From an optimization exercise on the open Yosys and OpenROAD flow, aimed at small area and a short achievable clock period; shortcuts taken in it are not production practice.
In this exercise RTL edits were held to simulation tests only and were not proved equivalent to the original.

== the previous run ==
// calc_op_master
module calc_op_master #(
  parameter int WIDTH   = 32,
  parameter int TIMEOUT = 64,
  parameter int CNT_W   = 16
) (
  input  logic             clk,
  input  logic             rst,
  input  logic             cmd_valid,
  output logic             cmd_ready,
  input  logic [1:0]       cmd_op,
  input  logic [WIDTH-1:0] cmd_a,
  input  logic [WIDTH-1:0] cmd_b,
  output logic [1:0]       calc_ctrl,
  output logic [WIDTH-1:0] calc_a,
  output logic [WIDTH-1:0] calc_b,
  output logic             calc_din_valid,
  input  logic             calc_stall_out,
  output logic             calc_stall_in,
  input  logic [WIDTH-1:0] calc_out,
  input  logic             calc_dout_valid,
  output logic             res_valid,
  input  logic             res_ready,
  output logic [WIDTH-1:0] res_data,
  output logic [1:0]       res_op,
  output logic             res_err,
  output logic             res_dz,
  output logic             res_timeout,
  output logic [CNT_W-1:0] op_cnt,
  output logic [CNT_W-1:0] err_cnt
);
  localparam logic [1:0] IDLE = 2'd0, ISSUE = 2'd1, WAIT_RES = 2'd2, REPORT = 2'd3;
  localparam logic [5:0] TIMER_LAST = 6'(TIMEOUT - 1);
  ...
Size: ~2500 cells after synthesis, roughly 150 flip-flops, ~240 I/O pins, ~0.020 mm^2 of cells after synthesis.
==> flow/config.mk <==
export PLATFORM = sky130hd
export DESIGN_NAME = calc_op_master
export DESIGN_NICKNAME = calc_op_master
export VERILOG_FILES = /design/flow/design.v
export SDC_FILE = /design/flow/constraint.sdc
export NUM_CORES = 4
export LEC_CHECK = 0
export ABC_AREA = 1
export CAP_MARGIN = 20
export CORE_MARGIN = 2
export CORE_UTILIZATION = 40
export CTS_BUF_LIST = sky130_fd_sc_hd__clkbuf_4 sky130_fd_sc_hd__clkbuf_8
export PLACE_DENSITY = 0.8
export SLEW_MARGIN = 20
export SYNTH_HIERARCHICAL = 1
export SYNTH_MINIMUM_KEEP_SIZE = 0
==> flow/constraint.sdc <==
create_clock -name core_clock -period 100.0 [get_ports {clk}]
set_input_delay 20.0000 -clock core_clock [delete_from_list [all_inputs] [get_ports {clk}]]
set_output_delay 20.0000 -clock core_clock [all_outputs]
set_load 0.01 [all_outputs]
standard.sh (not shown) runs the stock make flow with config.mk's settings and CLKGATE_MAP_FILE= SYNTH_SCRIPT=/design/flow/synth_recipe.tcl, a recipe that flattens the netlist after the stock synthesis.
==> flow/flow/run.sh <==
#!/bin/bash
# The standard layout (standard.sh) with changes in effort only, none in constraints:
# - the ports are buffered by the smallest plain buffer (buf_1) instead of the delay buffer
#   buffer_ports picks by default;
# - the timing repair steps aim for extra setup slack (SETUP_SLACK_MARGIN), so that they
#   strengthen the calc_out-to-res_err paths, which otherwise meet the 100 ns clock untouched;
#   after placement they may remove buffers, resize cells, swap pins and split loads.
set -euo pipefail
BUF='BUFFER_PORTS_ARGS=-buffer_cell sky130_fd_sc_hd__buf_1'
bash standard.sh "$BUF" SETUP_SLACK_MARGIN=76 floorplan > standard_flow_floorplan.log 2>&1
bash standard.sh "$BUF" SETUP_SLACK_MARGIN=76 SETUP_MOVE_SEQUENCE=unbuffer,sizeup,swap,split \
  finish > standard_flow.log 2>&1
The previous run completed end to end with timing, DRC and antenna clean.
> inputs changed (the previous run -> the current run)
==> flow/flow/run.sh <==
#!/bin/bash
# The standard layout (standard.sh) with two changes in effort, none in constraints:
# - the ports are buffered by the smallest plain buffer (buf_1) instead of the delay buffer
#   buffer_ports picks by default;
# - the floorplan step's timing repair (gate sizing only) aims for extra setup slack
#   (SETUP_SLACK_MARGIN), so that it strengthens the weak drivers on the calc_out-to-res_err
#   paths, which otherwise meet the 100 ns clock untouched. The later steps run as standard.
set -euo pipefail
bash standard.sh 'BUFFER_PORTS_ARGS=-buffer_cell sky130_fd_sc_hd__buf_1' \
  SETUP_SLACK_MARGIN=76 floorplan > standard_flow_floorplan.log 2>&1
bash standard.sh 'BUFFER_PORTS_ARGS=-buffer_cell sky130_fd_sc_hd__buf_1' \
  finish > standard_flow.log 2>&1
-- flow/config.mk --
<<< the previous run, line 12
export CTS_BUF_LIST = sky130_fd_sc_hd__clkbuf_4 sky130_fd_sc_hd__clkbuf_8
export PLACE_DENSITY = 0.8
>>> the current run, line 12
## What came out
The current run closes out successfully: all stages finished, all timing, DRC and antenna checks passed.
The current run and the previous run ended up with roughly the same final area.
Compared with the previous run, in the current run wire length rose about 4%, initial antenna violation count fell 2.

* * *

Another version of the RTL of calc_op_master (not shown whole).
For scale: ~2,600 cells after synthesis, roughly 150 flip-flops, about 0.021 mm2 of cells after synthesis.
export LEC_CHECK = 0
export ABC_AREA = 1
export CAP_MARGIN = 20
export CORE_MARGIN = 2
export CORE_UTILIZATION = 40
export SLEW_MARGIN = 20
export SYNTH_HIERARCHICAL = 1
export SYNTH_MINIMUM_KEEP_SIZE = 0
create_clock -name core_clock -period 100.0 [get_ports {clk}]
==> flow/flow/run.sh <==
#!/bin/bash
# The standard layout (standard.sh), with the ports buffered by the smallest plain buffer
# (buf_1) instead of the delay buffer buffer_ports picks by default.
set -euo pipefail
bash standard.sh 'BUFFER_PORTS_ARGS=-buffer_cell sky130_fd_sc_hd__buf_1' finish > standard_flow.log 2>&1
The baseline went through all stages and came out clean.
Edit:
==> flow/flow/run.sh (replaced) <==
#!/bin/bash
# The standard layout (standard.sh) with two changes in effort, none in constraints:
# - the ports are buffered by the smallest plain buffer (buf_1) instead of the delay buffer
#   buffer_ports picks by default;
# - the timing repair steps aim for extra setup slack (SETUP_SLACK_MARGIN), so that they
#   shorten the calc_out-to-res_err paths, which otherwise meet the 100 ns clock untouched.
set -euo pipefail
bash standard.sh 'BUFFER_PORTS_ARGS=-buffer_cell sky130_fd_sc_hd__buf_1' \
  SETUP_SLACK_MARGIN=75 finish > standard_flow.log 2>&1
The new run completed without violations.
Routed wire length goes up by 2.8%.
First-iteration DRC count goes down by 6.0%.
Setup slack improves by 1.6 ns.
Clock-buffer cell count goes down by 1.
Design area goes up by 6.3%.
Via count goes up by 1.6%.
Cell count goes up by 2.4%.
Synthesized cell count stays the same.
Clock skew goes up by 0.013 ns.
Flip-flop and latch count is unchanged.

* * *

job 8023:
RTL: one of the versions met above, not the one the previous note started from.
For scale: about 2500 cells after synthesis, roughly 240 I/O pins.
export LEC_CHECK = 0
export ABC_AREA = 1
export CAP_MARGIN = 20
export CORE_MARGIN = 2
export CORE_UTILIZATION = 40
export CTS_BUF_LIST = sky130_fd_sc_hd__clkbuf_4 sky130_fd_sc_hd__clkbuf_8
export PLACE_DENSITY = 0.92
export SLEW_MARGIN = 20
export SYNTH_HIERARCHICAL = 1
export SYNTH_MINIMUM_KEEP_SIZE = 0
create_clock -name core_clock -period 100.0 [get_ports {clk}]
==> flow/flow/run.sh <==
#!/bin/bash
# The standard layout (standard.sh) with changes in effort only, none in constraints:
# - the ports are buffered by the smallest plain buffer (buf_1) instead of the delay buffer
#   buffer_ports picks by default;
# - the timing repair steps aim for extra setup slack (SETUP_SLACK_MARGIN), so that they
#   strengthen the calc_out-to-res_err paths, which otherwise meet the 100 ns clock untouched;
#   after placement they may remove buffers, resize cells, swap pins and split loads.
set -euo pipefail
BUF='BUFFER_PORTS_ARGS=-buffer_cell sky130_fd_sc_hd__buf_1'
bash standard.sh "$BUF" SETUP_SLACK_MARGIN=76 floorplan > standard_flow_floorplan.log 2>&1
bash standard.sh "$BUF" SETUP_SLACK_MARGIN=76 SETUP_MOVE_SEQUENCE=unbuffer,sizeup,swap,split \
  finish > standard_flow.log 2>&1
Job 8023: all stages complete, timing, DRC and antenna checks passed
### job 8023 -> job 2603
# job 8023
export LEC_CHECK = 0
export ABC_AREA = 1
export CAP_MARGIN = 20
export CORE_MARGIN = 2
export CORE_UTILIZATION = 40
export CTS_BUF_LIST = sky130_fd_sc_hd__clkbuf_4 sky130_fd_sc_hd__clkbuf_8
export PLACE_DENSITY = 0.92
export SLEW_MARGIN = 20
export SYNTH_HIERARCHICAL = 1
export SYNTH_MINIMUM_KEEP_SIZE = 0
create_clock -name core_clock -period 100.0 [get_ports {clk}]
# job 2603
export LEC_CHECK = 0
export ABC_AREA = 1
export CAP_MARGIN = 20
export CORE_MARGIN = 2
export CORE_UTILIZATION = 50
export CTS_BUF_LIST = sky130_fd_sc_hd__clkbuf_4 sky130_fd_sc_hd__clkbuf_8
export PLACE_DENSITY = 0.8
export SLEW_MARGIN = 20
export SYNTH_HIERARCHICAL = 1
export SYNTH_MINIMUM_KEEP_SIZE = 0
create_clock -name core_clock -period 100.0 [get_ports {clk}]
-- flow/flow/run.sh --
<<< job 8023, line 7
#   after placement they may remove buffers, resize cells, swap pins and split loads.
>>> job 2603, line 7
#   after placement they may only resize cells and swap pins (no new buffers).
<<< job 8023, line 11
bash standard.sh "$BUF" SETUP_SLACK_MARGIN=76 SETUP_MOVE_SEQUENCE=unbuffer,sizeup,swap,split \
>>> job 2603, line 11
bash standard.sh "$BUF" SETUP_SLACK_MARGIN=76 SETUP_MOVE_SEQUENCE=sizeup,swap \
--- outcome ---
- Job 8023: done, clean on timing, DRC and antenna
- Job 2603 ran to completion and came out clean on the timing, DRC and antenna checks.
- Total global routing track utilization for job 2603 is higher than for job 8023.
- Comparing job 2603 and job 8023, critical path data required time is lower on job 2603.
- Compared with job 8023, job 2603 shows a minimum setup slack among reg-to-reg paths that is 420 ps higher.
- Cell area after layout went down slightly going from job 8023 to job 2603.
- In the metrics for job 2603 and job 8023, the one carrying the lower remaining max-slew budget at the tightest pin is job 8023.
- Relative to job 8023, the final period demand of the worst path of job 2603 is higher by 110 ps.
- Diff job 8023 -> job 2603: first-pass GRT wire length fell about 2.3%, core footprint fell 20%, setup slack lower.
For job 6623, these inputs were changed with respect to job 2603:
# job 2603
export LEC_CHECK = 0
export ABC_AREA = 1
export CAP_MARGIN = 20
export CORE_MARGIN = 2
export CORE_UTILIZATION = 50
export CTS_BUF_LIST = sky130_fd_sc_hd__clkbuf_4 sky130_fd_sc_hd__clkbuf_8
export PLACE_DENSITY = 0.8
export SLEW_MARGIN = 20
export SYNTH_HIERARCHICAL = 1
export SYNTH_MINIMUM_KEEP_SIZE = 0
create_clock -name core_clock -period 100.0 [get_ports {clk}]
# job 6623
export LEC_CHECK = 0
export ABC_AREA = 1
export CAP_MARGIN = 10
export CORE_MARGIN = 2
export CORE_UTILIZATION = 40
export CTS_BUF_LIST = sky130_fd_sc_hd__clkbuf_4 sky130_fd_sc_hd__clkbuf_8
export SLEW_MARGIN = 10
export SYNTH_HIERARCHICAL = 1
export SYNTH_MINIMUM_KEEP_SIZE = 0
create_clock -name core_clock -period 100.0 [get_ports {clk}]
Findings:
- After synthesis and placement, the instance count of job 6623 is above that of job 2603.
- Delta (job 6623 minus job 2603): die area rose by about 24%.
- In the tables for job 6623 and job 2603, wire length the detailed router placed on met1 reads higher with job 6623.
- Compared with job 2603, in job 6623 worst hold-check slack about even, maximum frequency fell 0.21 MHz.
- On synthesis-to-finish area growth, the higher figure sits with job 6623, not job 2603.
- Total length of routed wires came out higher on job 6623 than on job 2603.
diff inputs: job 6623 => job 5617
# job 6623
export LEC_CHECK = 0
export ABC_AREA = 1
export CAP_MARGIN = 10
export CORE_MARGIN = 2
export CORE_UTILIZATION = 40
export CTS_BUF_LIST = sky130_fd_sc_hd__clkbuf_4 sky130_fd_sc_hd__clkbuf_8
export SLEW_MARGIN = 10
export SYNTH_HIERARCHICAL = 1
export SYNTH_MINIMUM_KEEP_SIZE = 0
create_clock -name core_clock -period 100.0 [get_ports {clk}]
# job 5617
export LEC_CHECK = 0
export ABC_AREA = 1
export CAP_MARGIN = 20
export CORE_MARGIN = 2
export CORE_UTILIZATION = 40
export CTS_BUF_LIST = sky130_fd_sc_hd__clkbuf_4 sky130_fd_sc_hd__clkbuf_8
export PLACE_DENSITY = 0.8
export SLEW_MARGIN = 20
export SYNTH_HIERARCHICAL = 1
export SYNTH_MINIMUM_KEEP_SIZE = 0
create_clock -name core_clock -period 100.0 [get_ports {clk}]
--- outcome ---
- Timing, DRC, antenna: 0 failures across job 6623 and job 5617
- Lower count of buffer and inverter cells on the critical path among job 6623 and job 5617: job 5617
- Job 6623 → job 5617: minimum clock period after layout has decreased; count of plain and timing-repair buffers in the layout has decreased; via-per-instance ratio has increased.

[re-timing with driven ports]
How much do the figures lean on ideal ports? The routed layouts below were timed once more, with nothing changed but the port constraints.
Step 1, drivers: a clkbuf_16 drives clk and a buf_2 each remaining input, both assumed.
Step 2, shift: input delay + t, output delay - t, t = (earliest + latest rising clock arrival at the registers) / 2. This alone moves slack from input paths to output paths.
a / b / c = ideal ports / drivers / drivers and shift; a / b = the first two.
run	t (ns)	setup WS [ns]	clock arrival spread, ns	cell pins on the clock port's net
the previous run	0.641	74.284 / 74.319 / 73.678	0.024 / 0.024	1
the current run	0.545	73.160 / 73.203 / 72.658	0.018 / 0.018	1
the first run of note 2	0.548	72.718 / 72.759 / 72.211	0.017 / 0.017	1
the second run of note 2	0.554	74.290 / 74.315 / 73.760	0.038 / 0.037	1
job 8023	0.654	74.175 / 74.208 / 73.554	0.024 / 0.024	1
job 2603	0.604	74.061 / 74.086 / 73.482	0.034 / 0.034	1
job 6623	0.617	73.920 / 73.923 / 73.306	0.027 / 0.026	1
job 5617	0.621	74.103 / 74.129 / 73.508	0.022 / 0.022	1
After both steps setup and hold are still met in every run listed. For job 8023, which loses most, drivers alone change the setup slack by +0.033 ns; drivers and shift together by -0.621 ns.
